Context: an optimization exercise on an open-source flow, tuned for small area, a short achievable clock period and few clock cycles. The choices shown serve that exercise and are no tape-out recipe. At most, simulation tests tie the RTL to the original design; equivalence was not proved. No functional check of the RTL was part of run 1.

## flow/design.v (module list and top-level ports; edited modules follow where they fit)
// module competitive_node_distance_adapt: 3276 lines
module competitive_node_distance_adapt (
    input  logic                  clk,
    input  logic                  rst_n,
    input  logic                  cfg_we,
    input  logic [15:0]           cfg_wdata,
    input  logic                  in_valid,
    output logic                  in_stall,
    input  logic [40:0]           in_data,
    output logic                  out_valid,
    input  logic                  out_stall,
    output logic [34:0]           out_data
);
  // ...
==> flow/flow/run.sh <==
#!/bin/bash
# Standard layout, with timing repair aiming at 8 ns of setup slack and no dummy clock loads.
set -euo pipefail
bash standard.sh SETUP_SLACK_MARGIN=8 \
  CTS_ARGS="-sink_clustering_enable -repair_clock_nets -dont_use_dummy_load" \
  finish > flow_make.log 2>&1
==> flow/standard.sh <==
#!/bin/bash
# synth_recipe.tcl (not shown) runs the flow's synth.tcl, then flattens the netlist and writes it again
# the make line also repeats each setting of config.mk as NAME=value (left out here)
make -C /OpenROAD-flow-scripts/flow DESIGN_CONFIG=/design/flow/config.mk WORK_HOME=/design/flow/orfs CLKGATE_MAP_FILE= SYNTH_SCRIPT=/design/flow/synth_recipe.tcl "${@:-finish}"
==> flow/config.mk <==
export PLATFORM = sky130hd
export DESIGN_NAME = competitive_node_distance_adapt
export DESIGN_NICKNAME = competitive_node_distance_adapt
export VERILOG_FILES = /design/flow/design.v
export SDC_FILE = /design/flow/constraint.sdc
export NUM_CORES = 4
export LEC_CHECK = 0
export CAP_MARGIN = 20
export CORE_MARGIN = 2
export CORE_UTILIZATION = 40
export SLEW_MARGIN = 20
export TNS_END_PERCENT = 100
==> flow/constraint.sdc <==
create_clock -name core_clock -period 12.0 [get_ports {clk}]
set_input_delay 2.4000 -clock core_clock [delete_from_list [all_inputs] [get_ports {clk}]]
set_output_delay 2.4000 -clock core_clock [all_outputs]
set_load 0.01 [all_outputs]
==> reports/results.tsv, run 1 <==
stage	metric	value	unit
run_status	status	no timing/DRC/antenna violations	
clocking	clk sink count	1545	
clocking	Setup Buffers After CTS	355	
detailed_routing	via/cell ratio	5.71	
setup_path	critical path class	reg2reg	
layout	fraction of area in registers	36.1	%
logic_synthesis	sequential fraction of the synthesis area	43.1	%
logic_synthesis	cell taking the most area after synthesis	dfrtp_1	
layout	layout clock buffer count	163	
layout	synth-to-layout area growth	19.9	%
logic_synthesis	number of flops mapped to enable cells by yosys	232	
layout	multi-input logic area	48200	sq um
clocking	CTS Buffer Depth	3	
layout	most frequent cells in the layout	646 x dfrtp_1, 588 x dfxtp_1, 568 x nand2_1, 525 x inv_1, 453 x buf_4	
logic_synthesis	primary flip-flop cell chosen by synthesis mapping	dfrtp_1	
layout	clk cell area share	4.01	%
logic_synthesis	synth warn	8	
floorplan	tapcell count	2821	
setup_path	Worst path max stage delay	0.51	ns
global_route	GRT met3 Usage	4.44	%
place	post-detail-place hpwl	162000	um
run	max cap viols	0	
timing	Final TNS setup	0	ns
timing	worst-margin pin slew	1.20	ns
place	Post-DP Area	88800	sq um
logic_synthesis	largest family of logic cells by synthesized area	compound AO/OA/AOI/OAI gates	
global_route	Global Route Usage Sum	23.4	%
==> run 2: changes to the inputs <==
--- a/flow/design.v
+++ b/flow/design.v
@@ -108,16 +108,17 @@
     logic        dens_busy, dens_done, dens_pend;
     logic [15:0] d_M;
     logic [15:0] dens_res;
     logic        da_act, da_bv, da_bit;
     logic [32:0] da_r, da_b;
     logic [4:0]  da_cnt;
     logic [2:0]  db_st;
     logic [15:0] db_r, db_b;
+    logic [17:0] db_b3;                  
     logic [17:0] db_q;
     logic [4:0]  db_cnt;
     logic [4:0]  db_l;
     logic        db_cur;                 
     logic        sq_busy, sq_done;
     logic [31:0] sq_rad;
     logic [16:0] sq_rem;
     logic [15:0] sq_root;
@@ -157,17 +158,17 @@
     logic [3:0] ir_idx_n;
     logic       ir_last_n, issue_ok_n;
     assign a_run_n      = is_adapt | (a_run & (a_cnt != 4'd15));
     assign a_cnt_n      = is_adapt ? 4'd0 : a_run ? (a_cnt + 4'd1) : a_cnt;
     assign adapt_busy_n = a_run_n | a_run | e1_v | f2_v | e2_v | f3_v | e3_v;
     always_comb
     begin
         ww_inflight_n = is_ww;
-        for (int k = 1; k < L - 1; k++)
+        for (int k = 1; k < L; k++)
             if (p_v[k] && p_k[k] == K_WW)
                 ww_inflight_n = 1'b1;
     end
     assign mcur_v_n     = win_inc ? mnext_v : (db_st == DB_RFIN && db_cur) ? 1'b1 : mcur_v;
     assign dens_busy_n  = is_den | (dens_busy & !give_den);
     assign dcnt_n       = dcnt + {1'b0, (is_smp && ir_last)} - {1'b0, give_dist};
     assign dgap_n       = (is_smp && ir_last) ? 4'd0 : (dgap != 4'd15) ? (dgap + 4'd1) : dgap;
     assign ir_v_n       = in_stall_r | in_valid;
@@ -883,20 +884,23 @@
     assign sq_w345 = (sq_w132 & sq_w133) | (sq_w132 & pa_x[15]) | (sq_w133 & pa_x[15]);
     logic [33:0] sq_s, sq_c;
     assign sq_s = {1'b0, sq_w135, sq_w134, sq_w344, sq_w342, sq_w340, sq_w338, sq_w336, sq_w334, sq_w332, sq_w330, sq_w328, sq_w326, sq_w324, sq_w322, sq_w320, sq_w318, sq_w316, sq_w314, sq_w312, sq_w310, sq_w308, sq_w306, sq_w304, sq_w302, sq_w300, sq_w298, sq_w296, sq_w294, pa_x[2], sq_w1, sq_w0, 1'b0, pa_x[0]};
     assign sq_c = {1'b0, pa_x[16], sq_w345, sq_w343, sq_w341, sq_w339, sq_w337, sq_w335, sq_w333, sq_w331, sq_w329, sq_w327, sq_w325, sq_w323, sq_w321, sq_w319, sq_w317, sq_w315, sq_w313, sq_w311, sq_w309, sq_w307, sq_w305, sq_w303, sq_w301, sq_w299, sq_w297, sq_w295, sq_w293, sq_w292, 1'b0, pa_x[1], 1'b0, 1'b0};
     logic [33:0] sum_acc;
     logic [31:0] sum_sat;
     assign sum_acc = {2'b00, (sv_den ? 32'd0 : sum_reg)} + sv_s + sv_c;
     assign sum_sat = (sum_acc[33:32] != 2'b00) ? 32'hFFFF_FFFF : sum_acc[31:0];
+    logic [15:0] e0_s, e0_w;
+    logic [3:0]  e0_i;
+    assign e0_i = a_run ? (a_cnt + 4'd1) : 4'd0;
     logic [15:0] e1s_s, e1s_w;
     logic [16:0] e1s_d1;
-    assign e1s_s  = smp[a_cnt];
-    assign e1s_w  = wgt[a_cnt];
+    assign e1s_s  = e0_s;
+    assign e1s_w  = e0_w;
     assign e1s_d1 = {e1s_s[15], e1s_s} - {e1s_w[15], e1s_w};
     logic mr_w0;
     assign mr_w0 = ((a_Rb[0] & e1_ad[0])) ^ a_Rb[2];
     logic mr_w1;
     assign mr_w1 = ((a_Rb[0] & e1_ad[1]) | (a_Rb[1] & e1_ad[0])) ^ a_Rb[2];
     logic mr_w2;
     assign mr_w2 = ((a_Rb[0] & e1_ad[2]) | (a_Rb[1] & e1_ad[1])) ^ a_Rb[2];
     logic mr_w3;
@@ -2896,28 +2900,35 @@
     assign w_wi = e4_v ? e4_idx : p_idx[L];
     assign w_wd = e4_v ? e5s_nw : p_val[L];
     logic [33:0] da_t;
     logic [34:0] da_diff;
     logic        da_ge;
     assign da_t    = {da_r, 1'b0};
     assign da_diff = {1'b0, da_t} - {2'b00, da_b};
     assign da_ge   = !da_diff[34];
-    logic [16:0] db_t1, db_t2;
-    logic [17:0] db_d1, db_d2;
+    logic [16:0] db_t1;
+    logic [17:0] db_d1;
+    logic [18:0] db_da, db_db;
     logic [15:0] db_r1, db_r2;
     logic        db_ge1, db_ge2;
     assign db_t1  = {db_r, (db_st == DB_DENS) ? da_bit : 1'b0};
     assign db_d1  = {1'b0, db_t1} - {2'b00, db_b};
     assign db_ge1 = !db_d1[17];
     assign db_r1  = db_ge1 ? db_d1[15:0] : db_t1[15:0];
-    assign db_t2  = {db_r1, 1'b0};
-    assign db_d2  = {1'b0, db_t2} - {2'b00, db_b};
-    assign db_ge2 = !db_d2[17];
-    assign db_r2  = db_ge2 ? db_d2[15:0] : db_t2[15:0];
+    assign db_da  = {1'b0, db_r, 2'b00} - {3'b000, db_b};
+    assign db_db  = {1'b0, db_r, 2'b00} - {1'b0, db_b3};
+    assign db_ge2 = db_ge1 ? !db_db[18] : !db_da[18];
+    always_comb
+    begin
+        if (db_ge1)
+            db_r2 = db_ge2 ? db_db[15:0] : {db_d1[14:0], 1'b0};
+        else
+            db_r2 = db_ge2 ? db_da[15:0] : {db_r[13:0], 2'b00};
+    end
     logic        rc_cur;
     logic [15:0] rc_b, rc_bm1, rc_th;
     logic [4:0]  rc_l;
     assign rc_cur = !mcur_v;
     assign rc_b   = rc_cur ? win_reg : (win_reg + 16'd1);
     assign rc_bm1 = rc_cur ? (win_reg - 16'd1) : win_reg;
     always_comb
     begin
@@ -3198,16 +3209,18 @@
             a_win <= ir_win;
         end
         if (is_den)
             d_M <= win_reg;
         e1_idx <= a_cnt;
         e1_neg <= e1s_d1[16];
         e1_ad  <= e1s_d1[16] ? 16'(-e1s_d1) : e1s_d1[15:0];
         e1_w   <= e1s_w;
+        e0_s   <= smp[e0_i];
+        e0_w   <= wgt[e0_i];
         e1_win <= a_win;
         f2_idx <= e1_idx;
         f2_neg <= e1_neg;
         f2_s   <= mr_s[31:16];
         f2_c   <= mr_c[31:16];
         f2_co  <= f2s_lo[16];
         f2_w   <= e1_w;
         f2_win <= e1_win;
@@ -3261,16 +3274,17 @@
             db_b   <= d_M;
             db_cnt <= '0;
         end
         else if (rc_start)
         begin
             db_r   <= ~rc_bm1 & rc_th;
             db_q   <= '0;
             db_b   <= rc_b;
+            db_b3  <= {2'b00, rc_b} + {1'b0, rc_b, 1'b0};
             db_l   <= rc_l;
             db_cur <= rc_cur;
             db_cnt <= '0;
         end
         else if (db_st == DB_DENS && da_bv)
         begin
             db_r   <= db_r1;
             db_q   <= {db_q[16:0], db_ge1};
==> flow/flow/run.sh (replaced) <==
#!/bin/bash
# Standard layout, with timing repair aiming at 7.4 ns of setup slack and no dummy clock loads.
set -euo pipefail
bash standard.sh SETUP_SLACK_MARGIN=7.4 \
  CTS_ARGS="-sink_clustering_enable -repair_clock_nets -dont_use_dummy_load" \
  finish > flow_make.log 2>&1
==> flow/config.mk (replaced) <==
export PLATFORM = sky130hd
export DESIGN_NAME = competitive_node_distance_adapt
export DESIGN_NICKNAME = competitive_node_distance_adapt
export VERILOG_FILES = /design/flow/design.v
export SDC_FILE = /design/flow/constraint.sdc
export NUM_CORES = 4
export LEC_CHECK = 0
export CAP_MARGIN = 20
export CORE_MARGIN = 2
export CORE_UTILIZATION = 55
export SLEW_MARGIN = 20
export TNS_END_PERCENT = 100
==> reports/results.tsv, run 2 <==
stage	metric	value	unit	change
clocking	clk sink count	1595		+3.2%
setup_path	Buf/Inv on CP	2		
layout	largest registers	smp (256), wgt (256), p_val (112)		
logic_synthesis	synth warn	8		unchanged
logic_synthesis	count of cell types in the netlist	99		
detailed_routing	DRT Pass-1 Iters	10		
clocking	root buffer selected by CTS	clkbuf_16		
timing	Rel. slew slack	27.2	%	
layout	multi-input logic area	46500	sq um	-3.5%
setup_path	critical-path cell list	buf_12, and2_1, clkdlybuf4s50_1		
logic_synthesis	asr flop ratio synth	41.8	%	
timing	highest clock rate	220	MHz	
clocking	CTS Buffer Depth	3		unchanged
floorplan	core area	158000	sq um	
setup_path	nature of the critical path startpoint	register		
timing	Final Hold Vio Count	0		
place	Final GP Congestion	0.892		
logic_synthesis	primary flip-flop cell chosen by synthesis mapping	dfxtp_1		
floorplan	Initial Util	55.3	%	
setup_path	setup slack, reg-to-reg	7.47	ns	
worst_hold_path	Hold WC Path Type	reg2reg		
setup_path	CP Max Fanout	37		
setup_path	FF-to-FF path depth	19		
layout	most frequent cells in the layout	678 x nand2_1, 652 x dfrtp_1, 639 x dfxtp_1, 596 x inv_1, 465 x o21ai_0		
timing	final setup violating endpoints	0		
logic_synthesis	sequential fraction of the synthesis area	43.2	%	+0.12 points
floorplan	Vert. Die Dim	403	um	
setup_path	Worst path depth	3		
setup_path	CP startpoint	of0$_DFF_PN0_		
run_status	status	no timing/DRC/antenna violations		
layout	Post-Route Utilization	61.3	%	
layout	most common cell after layout, fill and taps aside	nand2_1		
place	number of buffers added on ports	96		
global_route	first-pass GRT wire length	363000	um	
layout	nets@finish	9374		
global_route	Global Route Usage Sum	28.5	%	+5.1 points
setup_path	Worst path max stage delay	0.54	ns	+0.03 ns
setup_path	Worst Setup EP	out_data[11]		
global_route	aggregate global routing overflow	0		
global_route	antenna violations before repair	7		
floorplan	IO Pins	99		
run	max cap viols	0		unchanged
detailed_routing	drt wl/cell	21.9	um	
setup_path	crit-path leading delay family	buffers and inverters		
setup_path	critical path class	reg2out		
clocking	TritonCTS buffer count	171		
logic_synthesis	number of flops mapped to enable cells by yosys	250		+7.8%
layout	synth-to-layout area growth	10.8	%	
layout	fillers	13347		
logic_synthesis	list of most frequent post-synthesis cells	686 x nand2_1, 679 x dfxtp_1, 656 x dfrtp_1		
setup_path	Worst Path Arrival	2.14	ns	
setup_path	reg2reg start	e4_l[0]$_DFF_P_		
timing	worst-margin pin slew	1.09	ns	-0.111 ns
floorplan	Cell Rows	146		
logic_synthesis	flops & latches, synth	1595		
clocking	clock slew at reported path FFs	0.06	ns	
timing	Final TNS setup	0	ns	unchanged
detailed_routing	vias post-DR	63727		
setup_path	Req. time, crit path	9.60	ns	
detailed_routing	DRT Wirelength	233000	um	
setup_path	endpoint class of the critical path	primary output		
logic_synthesis	synth top area cells	dfrtp_1 19%, dfxtp_1 16%, edfxtp_1 8.6%		
timing	final worst path period need	4.54	ns	
layout	layout cells sized above 1	12.7	%	
setup_path	R2R Path End	wgt[2][14]$_DFFE_PN0P_		
logic_synthesis	Yosys top cell area share	18.8	%	
floorplan	total die area	162000	sq um	
clocking	total number of H-tree levels	4		
logic_synthesis	Syn Std Cell Area	87400	sq um	
logic_synthesis	Cells after Synth	8545		
place	post-detail-place hpwl	156000	um	-3.9%
clocking	worst skew pair latency	0.83	ns	
floorplan	die width	403	um	
clocking	CTS tree	built		
timing	Slew Viols, Final	0		
detailed_routing	Starting DRT DRC Count	5633		
clocking	Hold Buf Count CTS	0		
logic_synthesis	cell taking the most area after synthesis	dfrtp_1		
timing	RSZ-0062 raised after global routing	yes		
setup_path	Slowest-stage cell, CP	clkdlybuf4s50_1		
global_route	vias in the first global route	62715		
detailed_routing	Antenna Nets Post-Route	0		
global_route	largest net degree at the start of global routing	183		
logic_synthesis	synthesized area per cell	10.2	sq um	
timing	fin crit share	37.9	%	
logic_synthesis	most frequent cell after synthesis	nand2_1		
detailed_routing	via/cell ratio	6.00		+5.0%
timing	clk_skew	0.117	ns	
layout	storage element area	37900	sq um	
detailed_routing	DRC	0		
-- run 2: changes by cell type after synthesis, sizes merged, moves of 20 or more --
cell,change
and3,-21
inv,+47
a22oi,-60
nor2,+26
nand4,-20
ha,+32
xor2,+25
a31oi,+100
buf,-22
a221oi,-28
dfxtp,+32
xnor2,+26
nand2,+98
-- run 2: worst min-delay path by stage --
stage	from	endpoint	slack [ns]	cells after the start
global route	e3_w[12]$_DFF_P_	e4_w[12]$_DFF_P_	0.31	0
floorplan	f2_idx[0]$_DFF_P_	e2_idx[0]$_DFF_P_	0.31	0
finish	f2_w[3]$_DFF_P_	e2_w[3]$_DFF_P_	0.30	0
CTS	f2_w[3]$_DFF_P_	e2_w[3]$_DFF_P_	0.29	0
global placement	e1_idx[0]$_DFF_P_	f2_idx[0]$_DFF_P_	0.31	0
detailed placement	f2_l[2]$_DFF_P_	e2_l[2]$_DFF_P_	0.31	0
-- run 2: cell families (layout without fill, tap and decap cells) --
group / count (synthesis) / count (layout) / synth area share, %
DFF: 1595 / 1595 / 43.2
buffers and inverters: 1140 / 1140 / 4.93
and+or+nand+nor: 1943 / 1945 / 10.5
xor gates and xnor gates: 632 / 632 / 6.33
other: 1 / 8 / 0.00429
AOI/OAI and AO/OA: 2020 / 2020 / 15.1
adders and majority gates: 762 / 762 / 13.9
muxes: 452 / 452 / 5.95
-- run 2: cell type report --
cell class	count	share of cell area, %
antenna	6	0.0155
clock buffer	171	4.42
inverter	611	2.38
multi-input combinational	5813	48.1
sequential	1595	39.1
tap	2072	2.68
timing repair buffer	357	3.35
timing repair inverter	1	0.00775
-- run 2: stage by stage --
stage	hold slack (ns)	worst slack, ns	instances	cell area [sq um]
after floorplan	0.310	7.43	8546	87400
after global placement	0.310	5.68	10313	90100
after detailed placement	0.312	5.70	10313	90100
after CTS	0.291	7.37	10519	95200
after global routing	0.308	7.28	10620	96800
final	0.297	7.46	10626	96900
-- run 2: repair_timing --
item                       in CTS  in global routing
setup buffers                  31                100
setup endpoints to repair     353                234
gates cloned                    4                  1
resized for setup             111                221
pin swaps                      19                 51
-- run 2: per-layer routing --
layer | vias to the layer above | track usage (%) | routed length, um
met1 | 31509 | 40.4 | 104000
met2 | 2035 | 44.6 | 106000
met5 | - | 0 | 44
li1 | 29696 | - | -
met3 | 485 | 5.43 | 16100
met4 | 2 | 8.37 | 6720
Testbench counts of run 2, summed over its fixed seeds: cycles 4,879.
==> run 3: changes to the inputs <==
--- a/flow/config.mk
+++ b/flow/config.mk
@@ -8,5 +8,5 @@
 export CAP_MARGIN = 20
 export CORE_MARGIN = 2
-export CORE_UTILIZATION = 55
+export CORE_UTILIZATION = 40
 export SLEW_MARGIN = 20
 export TNS_END_PERCENT = 100
==> reports/results.tsv, run 3 <==
stage	metric	value	unit	change
global_route	GRT met3 Usage	4.00	%	-1.4 points
detailed_routing	via/cell ratio	5.58		-7.0%
clocking	clk sink count	1595		unchanged
worst_hold_path	Hold WC Path Type	reg2reg		
logic_synthesis	asr flop ratio synth	41.8	%	unchanged
global_route	vias in the first global route	63649		+1.5%
global_route	first-pass GRT wire length	364000	um	+0.24%
logic_synthesis	list of most frequent post-synthesis cells	686 x nand2_1, 679 x dfxtp_1, 656 x dfrtp_1		
clocking	clock slew at reported path FFs	0.05	ns	about the same
timing	fin crit share	38.1	%	+0.23 points
place	# placed instances	11094		+7.6%
detailed_routing	Starting DRT DRC Count	5512		-2.1%
detailed_routing	vias post-DR	63631		-0.15%
timing	Final TNS setup	0	ns	unchanged
timing	Rel. slew slack	22.6	%	-4.6 points
setup_path	Worst Path Arrival	5.18	ns	+3.04 ns
setup_path	Req. time, crit path	12.61	ns	+3.01 ns
timing	final worst slack	7.43	ns	-0.0271 ns
layout	layout cells sized above 1	12.3	%	-0.42 points
logic_synthesis	synthesized area per cell	10.2	sq um	unchanged
detailed_routing	Antenna Nets Post-Route	0		unchanged
logic_synthesis	synth top area cells	dfrtp_1 19%, dfxtp_1 16%, edfxtp_1 8.6%		
clocking	Hold Buf Count CTS	0		unchanged
logic_synthesis	Syn Std Cell Area	87400	sq um	unchanged
detailed_routing	DRT Wirelength	233000	um	about the same
clocking	CTS tree	built		
logic_synthesis	sequential fraction of the synthesis area	43.2	%	unchanged
global_route	largest net degree at the start of global routing	175		-4.4%
timing	Final Hold Vio Count	0		unchanged
global_route	GRT met2 Usage	33.6	%	-11 points
run	max cap viols	0		unchanged
setup_path	nature of the critical path startpoint	register		
setup_path	critical-path cell list	dlymetal6s2s_1, or4_1, buf_8, o22ai_4, ha_4, nor2b_4, o31a_1, o311a_1, a211oi_4, xor2_1, nor3b_2, nand4_1, o31a_1, nand3_1, xnor2_1, a21oi_1		
global_route	most used routing layer	met2		
clocking	CTS Buffer Depth	3		unchanged
clocking	worst skew pair latency	0.83	ns	about the same
logic_synthesis	most frequent cell after synthesis	nand2_1		
floorplan	Vert. Die Dim	471	um	+17%
setup_path	Worst path max stage delay	0.56	ns	+0.02 ns
clocking	TritonCTS buffer count	177		+3.5%
setup_path	endpoint class of the critical path	register		
logic_synthesis	count of cell types in the netlist	99		unchanged
logic_synthesis	primary flip-flop cell chosen by synthesis mapping	dfxtp_1		
setup_path	setup slack, reg-to-reg	7.43	ns	-0.04 ns
global_route	Global Route Usage Sum	20.5	%	-8.0 points
floorplan	total die area	222000	sq um	+37%
floorplan	core area	217000	sq um	+37%
timing	final setup violating endpoints	0		unchanged
timing	worst-margin pin slew	1.16	ns	+0.0645 ns
floorplan	Cell Rows	171		+17%
timing	hold_ws	0.262	ns	-0.0351 ns
place	post-detail-place hpwl	156000	um	about the same
setup_path	CP Max Fanout	16		-57%
logic_synthesis	Yosys top cell area share	18.8	%	unchanged
floorplan	Initial Util	40.2	%	-15 points
place	number of buffers added on ports	96		unchanged
run_status	status	no timing/DRC/antenna violations		
detailed_routing	drt wl/cell	20.4	um	-6.8%
global_route	met1 usage	27.1	%	-13 points
place	DP Worst Slack	6.09	ns	+0.397 ns
logic_synthesis	synth warn	8		unchanged
layout	largest registers	smp (256), wgt (256), p_val (112)		
clocking	total number of H-tree levels	4		unchanged
detailed_routing	DRC	0		unchanged
timing	Slew Viols, Final	0		unchanged
logic_synthesis	Cells after Synth	8545		unchanged
logic_synthesis	flops & latches, synth	1595		unchanged
place	Final GP Congestion	0.873		-2.1%
layout	most common cell after layout, fill and taps aside	nand2_1		
floorplan	IO Pins	99		unchanged
layout	storage element area	37900	sq um	about the same
logic_synthesis	cell taking the most area after synthesis	dfrtp_1		
layout	multi-input logic area	46400	sq um	-0.38%
setup_path	critical path class	reg2reg		
layout	nets@finish	9373		-0.011%
clocking	root buffer selected by CTS	clkbuf_16		
setup_path	Slowest-stage cell, CP	or4_1		
global_route	aggregate global routing overflow	0		unchanged
layout	synth-to-layout area growth	11.9	%	
global_route	antenna violations before repair	5		-2
floorplan	die width	471	um	+17%
layout	most frequent cells in the layout	681 x nand2_1, 651 x dfrtp_1, 644 x dfxtp_1, 595 x inv_1, 481 x o21ai_0		
timing	clk_skew	0.116	ns	-0.000561 ns
detailed_routing	DRT Pass-1 Iters	8		-2
timing	RSZ-0062 raised after global routing	yes		
logic_synthesis	number of flops mapped to enable cells by yosys	250		unchanged
timing	highest clock rate	219	MHz	-0.59%
layout	fillers	20231		+52%
timing	final worst path period need	4.57	ns	+0.0271 ns
layout	Final Non-Filler Cells	11404		+7.3%
setup_path	CP most frequent cell	o31a_1		
-- run 3: cell counts after synthesis --
Identical to the previous run, type by type.
-- run 3: worst paths after layout --
path / startpoint / endpoint / depth (start not counted)
max in group asynchronous: rst_n / rate_reg[12]$_DFFE_PN0P_ / 3
min: e3_l[2]$_DFF_P_ / e4_l[2]$_DFF_P_ / 0
min reg2reg: e3_l[2]$_DFF_P_ / e4_l[2]$_DFF_P_ / 0
max: p_idx[7][2]$_DFF_P_ / pa_x[15]$_DFF_P_ / 16
max reg2reg: p_idx[7][2]$_DFF_P_ / pa_x[15]$_DFF_P_ / 16
min in group asynchronous: rst_n / of2$_DFFE_PN0P_ / 1
-- run 3: cells by family (layout without fill, tap and decap cells) --
family | count (synthesis) | in the layout | synth area share, %
mux | 452 | 452 | 5.95
other cells | 1 | 5 | 0.00429
buf+inv | 1140 | 1140 | 4.93
fa+ha+maj | 762 | 762 | 13.9
compound gates | 2020 | 2021 | 15.1
flops | 1595 | 1595 | 43.2
xor+xnor | 632 | 632 | 6.33
simple gates | 1943 | 1943 | 10.5
-- run 3: per-layer routing --
layer  wire, um  vias up
li1           -    29692
met1     100000    31439
met2     109000     1994
met3      15900      504
met4       8030        2
met5         11        -
-- run 3: timing repair --
| action | 4_1_cts | 5_1_grt |
|---|---|---|
| gates resized for setup | 99 | 194 |
| cloned | 2 | 5 |
| pin swaps | 14 | 46 |
| setup buffers | 29 | 94 |
| endpoints found under the setup margin | 322 | 290 |
-- run 3: area by class of cell --
class	count	share of cell area [%]
Multi-Input combinational cell	5812	47.4
Sequential cell	1595	38.7
Clock buffer	177	4.53
Tap cell	2854	3.65
Timing Repair Buffer	350	3.31
Inverter	611	2.36
Timing Repair inverter	2	0.0154
Antenna cell	3	0.00768
-- run 3: critical path, delay by kind of cell (launching register included) --
family / cells / cell delay [ns]
simple gates: 5 / 1.20
xor+xnor: 2 / 0.36
fa+ha+maj: 1 / 0.27
compound gates: 6 / 1.76
flops: 1 / 0.38
buf+inv: 2 / 0.40
-- run 3: per-stage QoR --
stage	utilization [%]	cell area (sq um)
after floorplan	-	87400
after global placement	41.9	91100
after detailed placement	41.9	91100
after CTS	44.3	96100
after global routing	45.0	97800
final	45.0	97800

[afterwards: timing with drivers on the ports]
Ports are ideal in the flow. The routed layouts listed here were re-timed in OpenROAD. Step 1 assumes that a clkbuf_16 drives the clock port and a buf_2 every other input. Step 2 also shifts input and output timing later by t, the mid clock arrival at the registers, as if the neighbouring blocks saw the same clock. Slacks: no drivers / after step 1 / after step 2; pairs: no drivers / after step 1.
run | t, ns | slack for setup (ns) | worst data-port slew with drivers (ns) | pins driven straight from the clock port
run 1 | 0.852 | 6.768 / 6.768 / 6.768 | 0.13 | 1
run 2 | 0.858 | 7.456 / 7.367 / 6.872 | 0.05 | 1
run 3 | 0.856 | 7.429 / 7.368 / 7.034 | 0.05 | 1
After both steps setup and hold are still met in every run listed. The setup slack of run 2, which loses most, moves by -0.089 ns with the drivers and by -0.584 ns with both steps.
